What follows belongs to an exercise in optimizing a design on an open flow for small area; a production flow would make more cautious choices. RTL that was checked went through simulation tests only; none was proved equivalent to the original. Power is estimated from default activity; no workload was simulated.

## onyx
Design motorPwmTop, start of the top module:
module motorPwmTop (
    input  logic        clk,
    input  logic        rstN,
    input  logic        regWe,
    input  logic [5:0]  regAddr,
    input  logic [31:0] regWdata,
    output logic [2:0]  pwm,
    output logic [2:0]  stepIdx,
    output logic        stepStart,
    output logic        stepEnd,
    output logic [47:0] lost,
    output logic [2:0]  lostValid
);
    logic        enable;
    logic [11:0] pwmLen;
    logic [11:0] pwmMin;
    logic [23:0] stepLen;
    logic [47:0] levels;
    logic        reportValid;
    motorRegs regs0 (
        .clk      (clk),
        .rstN     (rstN),
        .regWe    (regWe),
        .regAddr  (regAddr),
        .regWdata (regWdata),
        .stepIdx  (stepIdx),
        .enable   (enable),
        .pwmLen   (pwmLen),
        .pwmMin   (pwmMin),
        .stepLen  (stepLen),
        .levels   (levels)
    );
    stepSequencer seq0 (
        .clk       (clk),
        .rstN      (rstN),
        .enable    (enable),
        .stepLen   (stepLen),
        .stepIdx   (stepIdx),
        .stepStart (stepStart),
        .stepEnd   (stepEnd)
    );
    always_ff @(posedge clk) begin
        if (!rstN) begin
            reportValid <= 1'b0;
        end else begin
            reportValid <= stepEnd;
        end
    end
    assign lostValid = {3{reportValid}};
    for (genvar p = 0; p < 3; p++) begin : genPhase
        pwmGenerator gen (
            .clk     (clk),
            .rstN    (rstN),
            .enable  (enable),
            .pwmLen  (pwmLen),
            .pwmMin  (pwmMin),
  ...
Size: ~590 flip-flops, about 29000 sq um of cells after synthesis.
export LEC_CHECK = 0
export CAP_MARGIN = 20
export CORE_MARGIN = 2
export CORE_UTILIZATION = 40
export SLEW_MARGIN = 20
create_clock -name core_clock -period 8.0 [get_ports {clk}]
run.sh (not shown) runs the stock make flow with config.mk's settings and CLKGATE_MAP_FILE= SYNTH_SCRIPT=/design/flow/synth_recipe.tcl, a recipe that flattens the netlist after the stock synthesis.
onyx completed end to end; final checks failed (negative setup slack).
What cedar does differently from onyx at the input level:
Settings: ABC_AREA: unset -> 1.
==> results.txt <==
onyx had finished all stages when the layout checks came back failing, citing negative setup slack.
STATUS run=cedar STAGES=ALL_DONE FINAL_CHECKS=FAILED CAUSE=negative setup slack
Wire length, cedar vs onyx: down by a few percent
cedar ends up with a cell count after synthesis that is 313 higher than in onyx.
In the tables for onyx and cedar, basic-gate share of the synthesized area counting and, or, nand and nor cells reads lower with onyx.
[inputs] zinc vs cedar
Settings: a deleted ABC_AREA that had been 1.
==> flow/flow/run.sh (new file) <==
#!/bin/bash
bash standard.sh > standard.log 2>&1
==> flow/standard.sh (new file) <==
#!/bin/bash
# synth_recipe.tcl (not shown) runs the flow's synth.tcl, then flattens the netlist and writes it again
# the make line also repeats each setting of config.mk as NAME=value (left out here)
make -C /OpenROAD-flow-scripts/flow DESIGN_CONFIG=/design/flow/config.mk WORK_HOME=/design/flow/orfs CLKGATE_MAP_FILE= SYNTH_SCRIPT=/design/flow/synth_recipe.tcl "${@:-finish}"
removed: flow/run.sh
- Across cedar and zinc, no clean finish was achieved.
- cedar had finished all stages when the layout checks came back failing, citing negative setup slack.
- | number of distinct standard cells referenced by the synthesized netlist | higher: zinc |
- First-pass GRT wire length: higher on zinc
- Against cedar, zinc comes in 4.7 points lower on portion of total power attributed to the clock network.
- Summary of zinc over cedar: total power up about 8%, multi-input gate share of the layout cell area up 3.7 points, final-layout clock-cell area share down 0.78 points, stage delay of the slowest cell on the critical path flat.
- Of cedar and zinc, the lower number of non-clock inverters belongs to zinc.
No run of this note included a check of the RTL's function; only the layout flow was run.

* * *

== P ==
Another version of the RTL of motorPwmTop (not shown whole).
Size: about 2000 cells after synthesis, ~590 flip-flops, about 100 I/O pins, roughly 0.025 mm² of cells after synthesis.
==> flow/config.mk <==
export PLATFORM = sky130hd
export DESIGN_NAME = motorPwmTop
export DESIGN_NICKNAME = motorPwmTop
export VERILOG_FILES = /design/flow/design.v
export SDC_FILE = /design/flow/constraint.sdc
export NUM_CORES = 4
export LEC_CHECK = 0
export CAP_MARGIN = 0
export CORE_MARGIN = 2
export CORE_UTILIZATION = 60
export GPL_TIMING_DRIVEN = 0
export SLEW_MARGIN = 0
==> flow/constraint.sdc <==
create_clock -name core_clock -period 8.0 [get_ports {clk}]
set_input_delay 1.6000 -clock core_clock [delete_from_list [all_inputs] [get_ports {clk}]]
set_output_delay 1.6000 -clock core_clock [all_outputs]
set_load 0.01 [all_outputs]
standard.sh (not shown) runs the stock make flow with config.mk's settings and CLKGATE_MAP_FILE= SYNTH_SCRIPT=/design/flow/synth_recipe.tcl, a recipe that flattens the netlist after the stock synthesis.
==> flow/flow/run.sh <==
#!/bin/bash
# Standard layout, with synthesis mapping the logic for area (no full-adder
# extraction, an area-oriented ABC script; registers untouched), small port
# buffers and a clock tree of small buffers without dummy loads.
set -euo pipefail
here=$(pwd)
export MY_ABC_SCRIPT=$here/flow/area.abc
bash standard.sh \
  SYNTH_SCRIPT=$here/flow/mysynth.tcl \
  ADDER_MAP_FILE= \
  "BUFFER_PORTS_ARGS=-buffer_cell sky130_fd_sc_hd__buf_1" \
  "CTS_ARGS=-sink_clustering_enable -repair_clock_nets -dont_use_dummy_load -buf_list {sky130_fd_sc_hd__clkbuf_4} -sink_clustering_size 8 -sink_clustering_max_diameter 50" \
  finish > standard.log 2>&1
==> flow/flow/area.abc <==
&get -n
&st
&dch
&nf -R 1000
&put
topo
dnsize -c
==> flow/flow/mysynth.tcl <==
proc synth {args} { yosys synth -nofsm -noshare {*}$args }
set fh [open $::env(SCRIPTS_DIR)/synth.tcl]
set txt [read $fh]
close $fh
if {[info exists ::env(MY_ABC_SCRIPT)] && $::env(MY_ABC_SCRIPT) ne ""} {
  set txt [string map [list {log_cmd abc {*}$abc_args} {log_cmd abc -script $::env(MY_ABC_SCRIPT) {*}[lrange $abc_args 2 end]}] $txt]
}
eval $txt
# left out here: clear keep_hierarchy, flatten, clean up, hide names made inside functions, write 1_2_yosys.v
P finished all stages; the layout is clean.
> inputs changed (P -> Q)
- CORE_UTILIZATION: 60 -> 40
==> flow/flow/area.abc <==
&get -n
&st
&deepsyn -T 120
&st
&dch
&nf -R 1000 -p
&put
topo
dnsize -c
- FAIL: Q; every other run in P and Q is clean
- Q: flow complete, layout not clean; failing: setup timing
- Delta (Q minus P): clock latency on the worst-skew pair went up 30 ps, routed metal-1 wirelength went up 2.1%, die outline area went up about 46%, worst hold margin went up 7.0 ps.
- As far as final-layout clock-cell area share is concerned, P and Q perform about the same.
- Looking at portion of total power attributed to the clock network, Q sits 0.5 points lower than P does.
- First-iteration DRC count, P and Q: higher on P
- Clock period minus worst slack, P and Q, lower one = P.

* * *

## run 1
The RTL this note starts from:
==> flow/design.v <==
`timescale 1ns/1ps
package motorPkg;
    localparam int numPhases = 3;
    localparam int numSteps = 6;
    typedef logic [2:0] stepIdxT;
    typedef logic [11:0] pwmLenT;
    typedef logic [15:0] levelT;
endpackage
module carryChain #(
    parameter int N = 16
) (
    input  logic [N-1:0] g,
    input  logic [N-1:0] p,
    input  logic         cin,
    output logic [N:0]   carry
);
    localparam int NG = (N + 3) / 4;
    logic [NG:0] groupCarry;
    assign groupCarry[0] = cin;
    for (genvar k = 0; k < NG; k++) begin : genGroup
        localparam int LO = 4 * k;
        localparam int HI = (4 * k + 3 < N - 1) ? 4 * k + 3 : N - 1;
        logic groupG;
        logic groupP;
        always_comb begin
            groupG = 1'b0;
            groupP = 1'b1;
            for (int i = LO; i <= HI; i++) begin
                groupG = g[i] | (p[i] & groupG);
                groupP = groupP & p[i];
            end
        end
        assign groupCarry[k+1] = groupG | (groupP & groupCarry[k]);
        assign carry[LO] = groupCarry[k];
        for (genvar i = LO; i < HI; i++) begin : genInner
            assign carry[i+1] = g[i] | (p[i] & carry[i]);
        end
    end
    assign carry[N] = groupCarry[NG];
endmodule
`timescale 1ns/1ps
package regPkg;
    typedef logic [5:0] regAddrT;
    localparam regAddrT ctrlAddr = 6'd0;
    localparam regAddrT stepLenAddr = 6'd1;
    localparam regAddrT levelBase = 6'd16;
    localparam regAddrT levelStride = 6'd8;
    typedef struct packed {
        logic [6:0]     pad;
        logic           enable;
        logic [11:0] pwmMin;
        logic [11:0] pwmLen;
    } ctrlViewT;
    typedef struct packed {
        logic [7:0]  pad;
        logic [23:0] stepLen;
    } stepViewT;
    typedef struct packed {
        logic [15:0]     pad;
        logic [15:0] level;
    } levelViewT;
    typedef union packed {
        ctrlViewT  ctrlView;
        stepViewT  stepView;
        levelViewT levelView;
    } regWordT;
endpackage
`timescale 1ns/1ps
module motorRegs (
    input  logic                clk,
    input  logic                rstN,
    input  logic                regWe,
    input  logic [5:0]          regAddr,
    input  logic [31:0]         regWdata,
    input  logic [2:0]          stepIdx,
    output logic                enable,
    output logic [11:0]         pwmLen,
    output logic [11:0]         pwmMin,
    output logic [23:0]         stepLen,
    output logic [47:0]         levels
);
    logic [15:0] levelTable [3][6];
    logic [31:0] wdata;
    assign wdata = regWdata & {32{rstN}};
    always_ff @(posedge clk) begin
        if (!rstN || (regWe && regAddr == 6'd0)) begin
            pwmLen <= wdata[11:0];
            pwmMin <= wdata[23:12];
            enable <= wdata[24];
        end
    end
    always_ff @(posedge clk) begin
        if (!rstN || (regWe && regAddr == 6'd1)) begin
            stepLen <= wdata[23:0];
        end
    end
    logic [5:0] stepSel;
    assign stepSel[0] = !stepIdx[2] && !stepIdx[1] && !stepIdx[0];
    assign stepSel[1] = !stepIdx[2] && !stepIdx[1] &&  stepIdx[0];
    assign stepSel[2] = !stepIdx[2] &&  stepIdx[1] && !stepIdx[0];
    assign stepSel[3] = !stepIdx[2] &&  stepIdx[1] &&  stepIdx[0];
    assign stepSel[4] =  stepIdx[2] && !stepIdx[0];
    assign stepSel[5] =  stepIdx[2] &&  stepIdx[0];
    for (genvar p = 0; p < 3; p++) begin : genPhase
        for (genvar s = 0; s < 6; s++) begin : genStep
            always_ff @(posedge clk) begin
                if (!rstN || (regWe && regAddr == 6'(16 + 8 * p + s))) begin
                    levelTable[p][s] <= wdata[15:0];
                end
            end
        end
        assign levels[p*16 +: 16] =
              ({16{stepSel[0]}} & levelTable[p][0]) | ({16{stepSel[1]}} & levelTable[p][1])
            | ({16{stepSel[2]}} & levelTable[p][2]) | ({16{stepSel[3]}} & levelTable[p][3])
            | ({16{stepSel[4]}} & levelTable[p][4]) | ({16{stepSel[5]}} & levelTable[p][5]);
    end
endmodule
`timescale 1ns/1ps
module stepSequencer (
    input  logic        clk,
    input  logic        rstN,
    input  logic        enable,
    input  logic [23:0] stepLen,
    output logic [2:0]  stepIdx,
    output logic        stepStart,
    output logic        stepEnd
);
    logic [23:0] countP1;
    logic [23:0] countInc;
    logic [24:0] incCarry;
    logic [24:0] cmpCarry;
    logic        firstCycle;
    assign incCarry[0] = 1'b1;
    for (genvar i = 0; i < 24; i++) begin : genInc
        assign countInc[i] = countP1[i] ^ incCarry[i];
        assign incCarry[i+1] = incCarry[i] & countP1[i];
    end
    carryChain #(.N(24)) cmp0 (
        .g     (countP1 & ~stepLen),
        .p     (countP1 | ~stepLen),
        .cin   (1'b1),
        .carry (cmpCarry)
    );
    assign firstCycle = (countP1 == 24'd1);
    assign stepStart = enable && firstCycle;
    assign stepEnd = enable && !firstCycle && cmpCarry[24];
    always_ff @(posedge clk) begin
        if (!enable || stepEnd) begin
            countP1 <= 24'd1;
        end else begin
            countP1 <= countInc;
        end
    end
    always_ff @(posedge clk) begin
        if (!rstN || !enable) begin
            stepIdx <= '0;
        end else if (stepEnd) begin
            stepIdx <= (stepIdx == 3'd5) ? 3'd0 : stepIdx + 3'd1;
        end
    end
endmodule
`timescale 1ns/1ps
module pwmGenerator (
    input  logic        clk,
    input  logic        rstN,
    input  logic        enable,
    input  logic [11:0] pwmLen,
    input  logic [11:0] pwmMin,
    input  logic        stepEnd,
    input  logic [15:0] level,
    output logic        pwm,
    output logic [15:0] lost
);
    logic [11:0] periodCnt;
    logic [11:0] periodDec;
    logic [12:0] periodBorrow;
    logic        reload;
    logic        reloadQ;
    logic        periodStart;
    logic [11:0] remainder;
    logic [15:0] sum;
    logic [16:0] sumCarry;
    logic [12:0] minCarry;
    logic        loadPulse;
    logic [15:0] pulseCnt;
    logic [15:0] pulseDec;
    logic [16:0] pulseBorrow;
    logic [15:0] balance;
    logic        owed;
    logic [15:0] addend;
    logic [15:0] balanceNext;
    logic [16:0] balanceCarry;
    assign periodBorrow[0] = 1'b1;
    for (genvar i = 0; i < 12; i++) begin : genPeriod
        assign periodDec[i] = periodCnt[i] ^ periodBorrow[i];
        assign periodBorrow[i+1] = periodBorrow[i] & !periodCnt[i];
    end
    assign reload = (periodCnt == 12'd1) || stepEnd || (level == '0) || !enable;
    always_ff @(posedge clk) begin
        reloadQ <= reload;
        periodCnt <= reload ? pwmLen : periodDec;
    end
    assign periodStart = reloadQ && !reload;
    logic [15:0] remWide;
    assign remWide = {4'd0, remainder};
    carryChain #(.N(16)) sumChain (
        .g     (remWide & level),
        .p     (remWide ^ level),
        .cin   (1'b0),
        .carry (sumCarry)
    );
    assign sum = remWide ^ level ^ sumCarry[15:0];
    carryChain #(.N(12)) minChain (
        .g     (sum[11:0] & ~pwmMin),
        .p     (sum[11:0] | ~pwmMin),
        .cin   (1'b1),
        .carry (minCarry)
    );
    assign loadPulse = minCarry[12] || (sum[15:12] != '0);
    always_ff @(posedge clk) begin
        if (!enable || stepEnd || (periodStart && loadPulse)) begin
            remainder <= '0;
        end else if (periodStart) begin
            remainder <= sum[11:0];
        end
    end
    assign pulseBorrow[0] = pwm;
    for (genvar i = 0; i < 16; i++) begin : genPulse
        assign pulseDec[i] = pulseCnt[i] ^ pulseBorrow[i];
        assign pulseBorrow[i+1] = pulseBorrow[i] & !pulseCnt[i];
    end
    assign pwm = (pulseCnt != '0);
    always_ff @(posedge clk) begin
        if (!rstN || !enable) begin
            pulseCnt <= '0;
        end else if (periodStart && loadPulse) begin
            pulseCnt <= sum;
        end else begin
            pulseCnt <= pulseDec;
        end
    end
    assign addend = periodStart ? level : {{15{pwm | owed}}, pwm ^ owed};
    carryChain #(.N(16)) balanceChain (
        .g     (balance & addend),
        .p     (balance ^ addend),
        .cin   (1'b0),
        .carry (balanceCarry)
    );
    assign balanceNext = balance ^ addend ^ balanceCarry[15:0];
    always_ff @(posedge clk) begin
        owed <= periodStart && pwm;
        if (!enable || stepEnd) begin
            balance <= '0;
        end else begin
            balance <= balanceNext;
        end
    end
    always_ff @(posedge clk) begin
        if (!rstN || stepEnd) begin
            lost <= balanceNext & {16{rstN}};
        end
    end
endmodule
`timescale 1ns/1ps
module motorPwmTop (
    input  logic        clk,
    input  logic        rstN,
    input  logic        regWe,
    input  logic [5:0]  regAddr,
    input  logic [31:0] regWdata,
    output logic [2:0]  pwm,
    output logic [2:0]  stepIdx,
    output logic        stepStart,
    output logic        stepEnd,
    output logic [47:0] lost,
    output logic [2:0]  lostValid
);
    logic        enable;
    logic [11:0] pwmLen;
    logic [11:0] pwmMin;
    logic [23:0] stepLen;
    logic [47:0] levels;
    logic        reportValid;
    motorRegs regs0 (
        .clk      (clk),
        .rstN     (rstN),
        .regWe    (regWe),
        .regAddr  (regAddr),
        .regWdata (regWdata),
        .stepIdx  (stepIdx),
        .enable   (enable),
        .pwmLen   (pwmLen),
        .pwmMin   (pwmMin),
        .stepLen  (stepLen),
        .levels   (levels)
    );
    stepSequencer seq0 (
        .clk       (clk),
        .rstN      (rstN),
        .enable    (enable),
        .stepLen   (stepLen),
        .stepIdx   (stepIdx),
        .stepStart (stepStart),
        .stepEnd   (stepEnd)
    );
    always_ff @(posedge clk) begin
        if (!rstN) begin
            reportValid <= 1'b0;
        end else begin
            reportValid <= stepEnd;
        end
    end
    assign lostValid = {3{reportValid}};
    for (genvar p = 0; p < 3; p++) begin : genPhase
        pwmGenerator gen (
            .clk     (clk),
            .rstN    (rstN),
            .enable  (enable),
            .pwmLen  (pwmLen),
            .pwmMin  (pwmMin),
            .stepEnd (stepEnd),
            .level   (levels[p*16 +: 16]),
            .pwm     (pwm[p]),
            .lost    (lost[p*16 +: 16])
        );
    end
endmodule
==> flow/config.mk <==
export PLATFORM = sky130hd
export DESIGN_NAME = motorPwmTop
export DESIGN_NICKNAME = motorPwmTop
export VERILOG_FILES = /design/flow/design.v
export SDC_FILE = /design/flow/constraint.sdc
export NUM_CORES = 4
export LEC_CHECK = 0
export CAP_MARGIN = 0
export CORE_MARGIN = 2
export CORE_UTILIZATION = 60
export GPL_TIMING_DRIVEN = 0
export SLEW_MARGIN = 0
==> flow/constraint.sdc <==
create_clock -name core_clock -period 8.0 [get_ports {clk}]
set_input_delay 1.6000 -clock core_clock [delete_from_list [all_inputs] [get_ports {clk}]]
set_output_delay 1.6000 -clock core_clock [all_outputs]
set_load 0.01 [all_outputs]
==> flow/flow/run.sh <==
#!/bin/bash
# Standard layout, with synthesis mapping the logic for area (no full-adder
# extraction, an area-oriented ABC script; registers untouched), small port
# buffers and a clock tree of small buffers without dummy loads.
set -euo pipefail
here=$(pwd)
export MY_ABC_SCRIPT=$here/flow/area.abc
bash standard.sh \
  SYNTH_SCRIPT=$here/flow/mysynth.tcl \
  ADDER_MAP_FILE= \
  "BUFFER_PORTS_ARGS=-buffer_cell sky130_fd_sc_hd__buf_1" \
  "CTS_ARGS=-sink_clustering_enable -repair_clock_nets -dont_use_dummy_load -buf_list {sky130_fd_sc_hd__clkbuf_4} -sink_clustering_size 10 -sink_clustering_max_diameter 40" \
  finish > standard.log 2>&1
==> flow/flow/area.abc <==
&get -n
&st
&dch
&nf -R 1000
&put
topo
dnsize -c
Scripts as last shown in full above: flow/flow/mysynth.tcl
Run 1 was carried through to the last stage, and its layout satisfied the timing, design-rule and antenna checks.
[inputs] run 2 vs run 1
# run 1
export LEC_CHECK = 0
export CAP_MARGIN = 0
export CORE_MARGIN = 2
export CORE_UTILIZATION = 60
export GPL_TIMING_DRIVEN = 0
export SLEW_MARGIN = 0
create_clock -name core_clock -period 8.0 [get_ports {clk}]
# run 2
export LEC_CHECK = 0
export CAP_MARGIN = 0
export CORE_MARGIN = 2
export CORE_UTILIZATION = 70
export GPL_TIMING_DRIVEN = 0
export SLEW_MARGIN = 0
create_clock -name core_clock -period 8.0 [get_ports {clk}]
-- flow/flow/run.sh --
<<< run 1, line 10
  ADDER_MAP_FILE= \
  "BUFFER_PORTS_ARGS=-buffer_cell sky130_fd_sc_hd__buf_1" \
  "CTS_ARGS=-sink_clustering_enable -repair_clock_nets -dont_use_dummy_load -buf_list {sky130_fd_sc_hd__clkbuf_4} -sink_clustering_size 10 -sink_clustering_max_diameter 40" \
  finish > standard.log 2>&1
>>> run 2, line 10
  ADDER_MAP_FILE= \
  RECOVER_POWER=100 \
  "BUFFER_PORTS_ARGS=-buffer_cell sky130_fd_sc_hd__buf_1" \
  "CTS_ARGS=-sink_clustering_enable -repair_clock_nets -dont_use_dummy_load -buf_list {sky130_fd_sc_hd__clkbuf_4} -sink_clustering_size 8 -sink_clustering_max_diameter 50" \
  finish > standard.log 2>&1
- From run 1 to run 2 the numbers moved as follows: area of the mapped netlist about even; ratio of cells with drive above 1 in the final layout decreased 2.3 points; setup slack shows a reduction of 0.21 ns; leakage power -about 1.9%.
- Diff run 1..run 2 | clock share of power | negligible
- Diff run 1 -> run 2: quantity of gates resized following cts went down by 1; sequential share of layout area went up by 1.0 points; met1 layer usage reported by global route went up by 7.0 points; overall power was more or less identical.
- Looking only at worst hold slack after final layout, and setting everything else aside, the higher value of run 2 and run 1 goes to run 2.
- The layout from run 2, despite a flow that completed every stage, fails the layout checks, with the failing checks listed as max-capacitance violations, max-slew violations.
- Summary — post-route clock period utilization, run 2 relative to run 1: higher, by 2.6 points.
Edits applied to the flow inputs when going from run 2 to run 3:
# run 2
export LEC_CHECK = 0
export CAP_MARGIN = 0
export CORE_MARGIN = 2
export CORE_UTILIZATION = 70
export GPL_TIMING_DRIVEN = 0
export SLEW_MARGIN = 0
create_clock -name core_clock -period 8.0 [get_ports {clk}]
# run 3
export LEC_CHECK = 0
export CAP_MARGIN = 0
export CORE_MARGIN = 2
export CORE_UTILIZATION = 60
export GPL_TIMING_DRIVEN = 0
export SLEW_MARGIN = 0
create_clock -name core_clock -period 8.0 [get_ports {clk}]
-- flow/flow/run.sh --
<<< run 2, line 10
  ADDER_MAP_FILE= \
  RECOVER_POWER=100 \
  "BUFFER_PORTS_ARGS=-buffer_cell sky130_fd_sc_hd__buf_1" \
  "CTS_ARGS=-sink_clustering_enable -repair_clock_nets -dont_use_dummy_load -buf_list {sky130_fd_sc_hd__clkbuf_4} -sink_clustering_size 8 -sink_clustering_max_diameter 50" \
  finish > standard.log 2>&1
>>> run 3, line 10
  ADDER_MAP_FILE= \
  "BUFFER_PORTS_ARGS=-buffer_cell sky130_fd_sc_hd__buf_1" \
  "CTS_ARGS=-sink_clustering_enable -repair_clock_nets -dont_use_dummy_load -buf_list {sky130_fd_sc_hd__clkbuf_2} -sink_clustering_size 5 -sink_clustering_max_diameter 40" \
  finish > standard.log 2>&1
### Flow results
Run 3 closes out successfully: all stages finished, all timing, DRC and antenna checks passed. Sort run 3 and run 2 by layout buffering overhead excluding clock cells desc -> top: run 3. Looking at worst-case setup slack after placement across run 3 and run 2, the one that comes out lower is run 2. Design area in run 3 is 550 µm² higher than in run 2. Sort run 3 and run 2 by critical path depth, descending, and run 3 comes first. Cell count: run 3 higher than run 2. Routed wire length per instance, run 3 vs run 2: down by a few percent. Hold slack: run 3 < run 2. When run 3 is measured against run 2, its fraction of the cycle the final worst path needs turns out 2.5 points lower. Run 3 does worse than run 2 on overall power consumption.

-- static timing again, ports no longer ideal --
How much do the figures lean on ideal ports? The routed layouts below were timed once more, with nothing changed but the port constraints.
Step 1 (the two cells are an assumption about what drives the block):
set clk [get_ports {clk}]
set_driving_cell -lib_cell sky130_fd_sc_hd__clkbuf_16 $clk
set_driving_cell -lib_cell sky130_fd_sc_hd__buf_2 [delete_from_list [all_inputs] $clk]
Step 2 also shifts input and output timing later by t, the mid clock arrival at the registers, as if the neighbouring blocks saw the same clock.
Three values: ideal, step 1, step 2; two values: the first two.
run	shift t [ns]	setup slack, ns	hold WS [ns]	worst setup path at the end	pins driven straight from the clock port
onyx	0.666	-3.130 / -3.130 / -3.130	0.455 / 0.455 / 0.455	register to register	1
cedar	0.663	-2.373 / -2.373 / -2.373	0.465 / 0.465 / 0.465	register to register	1
zinc	0.666	-3.130 / -3.130 / -3.130	0.455 / 0.455 / 0.455	register to register	1
P	0.808	0.488 / 0.488 / 0.488	0.465 / 0.465 / 0.465	register to register	1
Q	0.853	-0.752 / -0.752 / -0.752	0.472 / 0.472 / 0.472	register to register	1
run 1	0.821	0.460 / 0.460 / 0.460	0.470 / 0.470 / 0.470	register to register	1
run 2	0.825	0.252 / 0.252 / 0.252	0.493 / 0.493 / 0.493	register to register	1
run 3	1.284	0.451 / 0.451 / 0.451	0.464 / 0.464 / 0.464	register to register	1
